This is an optimization exercise on Yosys and OpenROAD, whose aim is small area, a short achievable clock period and few clock cycles per item, not a production implementation. At most, simulation tests tie the RTL to the original design; equivalence was not proved. No activity file was given, so power comes from the tool's default toggle rates.

Setup of the baseline:
==> module conv_rd_bit, before the edit <==
module conv_rd_bit #(
    parameter bit HAS_ST = 1'b0
)
(
    input  logic [1:0] adr,
    input  logic       res,
    input  logic       st,
    output logic       dat
);
    if (HAS_ST) begin : g_st
        assign dat = (adr[0] && !adr[1] && res) || (adr[1] && !adr[0] && st);
    end else begin : g_res
        assign dat = adr[0] && !adr[1] && res;
    end
endmodule
==> module conv_acc, before the edit <==
module conv_acc
(
    input  logic        clk,
    input  logic        arst_n,
    input  logic        wb_cyc,
    input  logic        wb_stb,
    input  logic        wb_we,
    input  logic [1:0]  wb_adr,
    input  logic [31:0] wb_dat_i,
    output logic        wb_ack,
    output logic [31:0] wb_dat_o
);
    localparam int DEPTH = conv_pkg::RES_DEPTH - 1;
    logic               req;
    logic               wr_operand;
    logic               rd_result;
    logic               wr_clear;
    logic               accept;
    logic               pop;
    logic               full;
    conv_pkg::operand_t op;
    logic [15:0]        cs_a;
    logic [15:0]        cs_b;
    logic               stage_v;
    logic [15:0]        st_a;
    logic [15:0]        st_b;
    logic [15:0]        mac;
    logic               head_v;
    logic [15:0]        head;
    logic [15:0]        mem [DEPTH];
    logic [4:0]         nrsel;
    logic [4:0]         rsel;
    logic               more;
    logic               shift;
    logic               take;
    logic               head_en;
    logic [DEPTH-1:0]   pick;
    logic [15:0]        oldest;
    logic [15:0]        head_d;
    logic               overflow;
    logic               underflow;
    logic               busy;
    logic [3:0]         status;
    assign req        = wb_cyc && wb_stb;
    assign wb_ack     = req;
    assign wr_operand = req &&  wb_we && !wb_adr[1] && !wb_adr[0];
    assign rd_result  = req && !wb_we && !wb_adr[1] &&  wb_adr[0];
    assign wr_clear   = req &&  wb_we &&  wb_adr[1] &&  wb_adr[0];
    assign rsel   = ~nrsel;
    assign more   = !rsel[4];
    assign full   = head_v && ((rsel == 5'd14) || (stage_v && (rsel == 5'd13)));
    assign accept = wr_operand && !full;
    assign pop    = rd_result && head_v;
    assign shift   = stage_v && head_v && (more || !pop);
    assign take    = pop && more;
    assign head_en = pop || (stage_v && !head_v);
    always_ff @(posedge clk or negedge arst_n) begin
        if (!arst_n) begin
            stage_v   <= 1'b0;
            head_v    <= 1'b0;
            nrsel     <= '0;
            overflow  <= 1'b0;
            underflow <= 1'b0;
        end else begin
            stage_v <= accept;
            if (pop && !more && !stage_v) begin
                head_v <= 1'b0;
            end else if (stage_v) begin
                head_v <= 1'b1;
            end
            case ({shift, take})
                2'b10:   nrsel <= nrsel - 1'b1;
                2'b01:   nrsel <= nrsel + 1'b1;
                default: nrsel <= nrsel;
            endcase
            if (wr_clear) begin
                overflow  <= 1'b0;
                underflow <= 1'b0;
            end else begin
                if (wr_operand && full)   overflow  <= 1'b1;
                if (rd_result && !head_v) underflow <= 1'b1;
            end
        end
    end
    assign op = conv_pkg::operand_t'(wb_dat_i);
    conv_mac_cs u_mac (
        .f     (op.fltr),
        .x     (op.ifmap),
        .psum  (op.psum),
        .row_a (cs_a),
        .row_b (cs_b)
    );
    always_ff @(posedge clk) begin
        st_a <= cs_a;
        st_b <= cs_b;
    end
    conv_add16 u_add (
        .a (st_a),
        .b (st_b),
        .s (mac)
    );
    always_comb begin
        for (int i = 0; i < DEPTH; i++) begin
            pick[i] = (rsel[3:0] == i);
        end
    end
    for (genvar b = 0; b < 16; b++) begin : g_pick
        logic [DEPTH-1:0] col;
        for (genvar i = 0; i < DEPTH; i++) begin : g_col
            assign col[i] = mem[i][b];
        end
        conv_pick #(.N(DEPTH)) u_pick (
            .sel (pick),
            .d   (col),
            .q   (oldest[b])
        );
    end
    assign head_d = more ? oldest : (stage_v ? mac : 16'd0);
    always_ff @(posedge clk or negedge arst_n) begin
        if (!arst_n) begin
            head <= '0;
        end else if (head_en) begin
            head <= head_d;
        end
    end
    always_ff @(posedge clk) begin
        if (shift) begin
            mem[0] <= mac;
            for (int i = 1; i < DEPTH; i++) begin
                mem[i] <= mem[i-1];
            end
        end
    end
    assign busy   = head_v || stage_v;
    assign status = {busy, !busy, underflow, overflow};
    for (genvar b = 0; b < 16; b++) begin : g_rd
        conv_rd_bit #(.HAS_ST(b < 4)) u_rd (
            .adr    (wb_adr),
            .res    (head[b]),
            .st     ((b < 4) ? status[b % 4] : 1'b0),
            .dat    (wb_dat_o[b])
        );
    end
    assign wb_dat_o[31:16] = '0;
endmodule
clock: 7.0 ns
lec_check: 0
cap_margin: 20
core_margin: 2
core_utilization: 70
cts_buf_list: sky130_fd_sc_hd__clkbuf_16
cts_cluster_diameter: 120
cts_cluster_size: 30
setup_slack_margin: 3.8
slew_margin: 20
synth_hierarchical: 1
tns_end_percent: 100
run.sh (not shown) runs the stock make flow with config.mk's settings and CLKGATE_MAP_FILE= SYNTH_SCRIPT=/design/flow/synth_recipe.tcl, a recipe that flattens the netlist after the stock synthesis.
The baseline reached the end of the flow, and the finished layout is clean on the timing, design-rule and antenna checks.
Testbench counts of the baseline, summed over its fixed seeds: cycles 9,600, items 3,200.
The inputs of the candidate differ from those of the baseline as listed below.
--- a/flow/design.v
+++ b/flow/design.v
@@ -461,16 +461,17 @@
     parameter bit HAS_ST = 1'b0
 )
 (
     input  logic [1:0] adr,
+    input  logic       head_v,
     input  logic       res,
     input  logic       st,
     output logic       dat
 );
     if (HAS_ST) begin : g_st
-        assign dat = (adr[0] && !adr[1] && res) || (adr[1] && !adr[0] && st);
+        assign dat = (adr[0] && !adr[1] && head_v && res) || (adr[1] && !adr[0] && st);
     end else begin : g_res
-        assign dat = adr[0] && !adr[1] && res;
+        assign dat = adr[0] && !adr[1] && head_v && res;
     end
 endmodule
 module conv_pick #(
     parameter int N = 15
@@ -598,13 +599,11 @@
             .d   (col),
             .q   (oldest[b])
         );
     end
-    assign head_d = more ? oldest : (stage_v ? mac : 16'd0);
-    always_ff @(posedge clk or negedge arst_n) begin
-        if (!arst_n) begin
-            head <= '0;
-        end else if (head_en) begin
+    assign head_d = more ? oldest : mac;
+    always_ff @(posedge clk) begin
+        if (head_en) begin
             head <= head_d;
         end
     end
     always_ff @(posedge clk) begin
@@ -619,8 +618,9 @@
     assign status = {busy, !busy, underflow, overflow};
     for (genvar b = 0; b < 16; b++) begin : g_rd
         conv_rd_bit #(.HAS_ST(b < 4)) u_rd (
             .adr    (wb_adr),
+            .head_v (head_v),
             .res    (head[b]),
             .st     ((b < 4) ? status[b % 4] : 1'b0),
             .dat    (wb_dat_o[b])
         );
Notes after the runs:
Between the baseline and the candidate, leakage power figure decreased. Diff the baseline -> the candidate: part of the total power dissipated in the clock network shows a reduction of 0.2 points; sequential share of power shows a reduction of 0.6 points. The run with more setup slack is the baseline; the candidate has less. In the reports for the baseline and the candidate, the smaller die width belongs to the candidate. Between the baseline and the candidate, final net count is higher for the baseline, the candidate comes in under that. From the baseline to the candidate the numbers moved as follows: filler cell count down 8.1%; wire length -320 um; area inside the core boundary went down; number of instances resized during post-cts repair climbed 8; utilization of the core after routing now sits higher. Side by side, number of placed instances with taps included turned out lower in the candidate than in the baseline. Logic depth of the worst path, buffers included: the candidate < the baseline. | delay of the slowest critical-path stage | the candidate vs the baseline | 0.14 ns higher |.
Function not checked in the candidate: the RTL went through the layout flow alone.

==> static timing again, ports no longer ideal <==
No port has a modelled driver above. Below, the same layouts with a new extraction and two added sets of constraints.
Step 1, drivers: a clkbuf_16 drives clk and a buf_2 each remaining input, both assumed.
Step 2 times the ports against the registers' clock, not the clock port: input delays grow and output delays shrink by t, the midpoint of the rising clock arrivals with the driver on.
Three values: no drivers, after step 1, after step 2; two values: the first two.
run | t (ns) | setup WS [ns] | worst hold slack (ns) | worst data-port slew with drivers (ns)
the baseline | 0.538 | 3.706 / 3.484 / 3.203 | 0.460 / 0.460 / 0.460 | 0.31
the candidate | 0.531 | 3.624 / 3.456 / 3.133 | 0.451 / 0.451 / 0.451 | 0.28
After both steps setup and hold are still met in every run listed. For the baseline, which loses most, drivers alone change the setup slack by -0.222 ns; drivers and shift together by -0.503 ns.
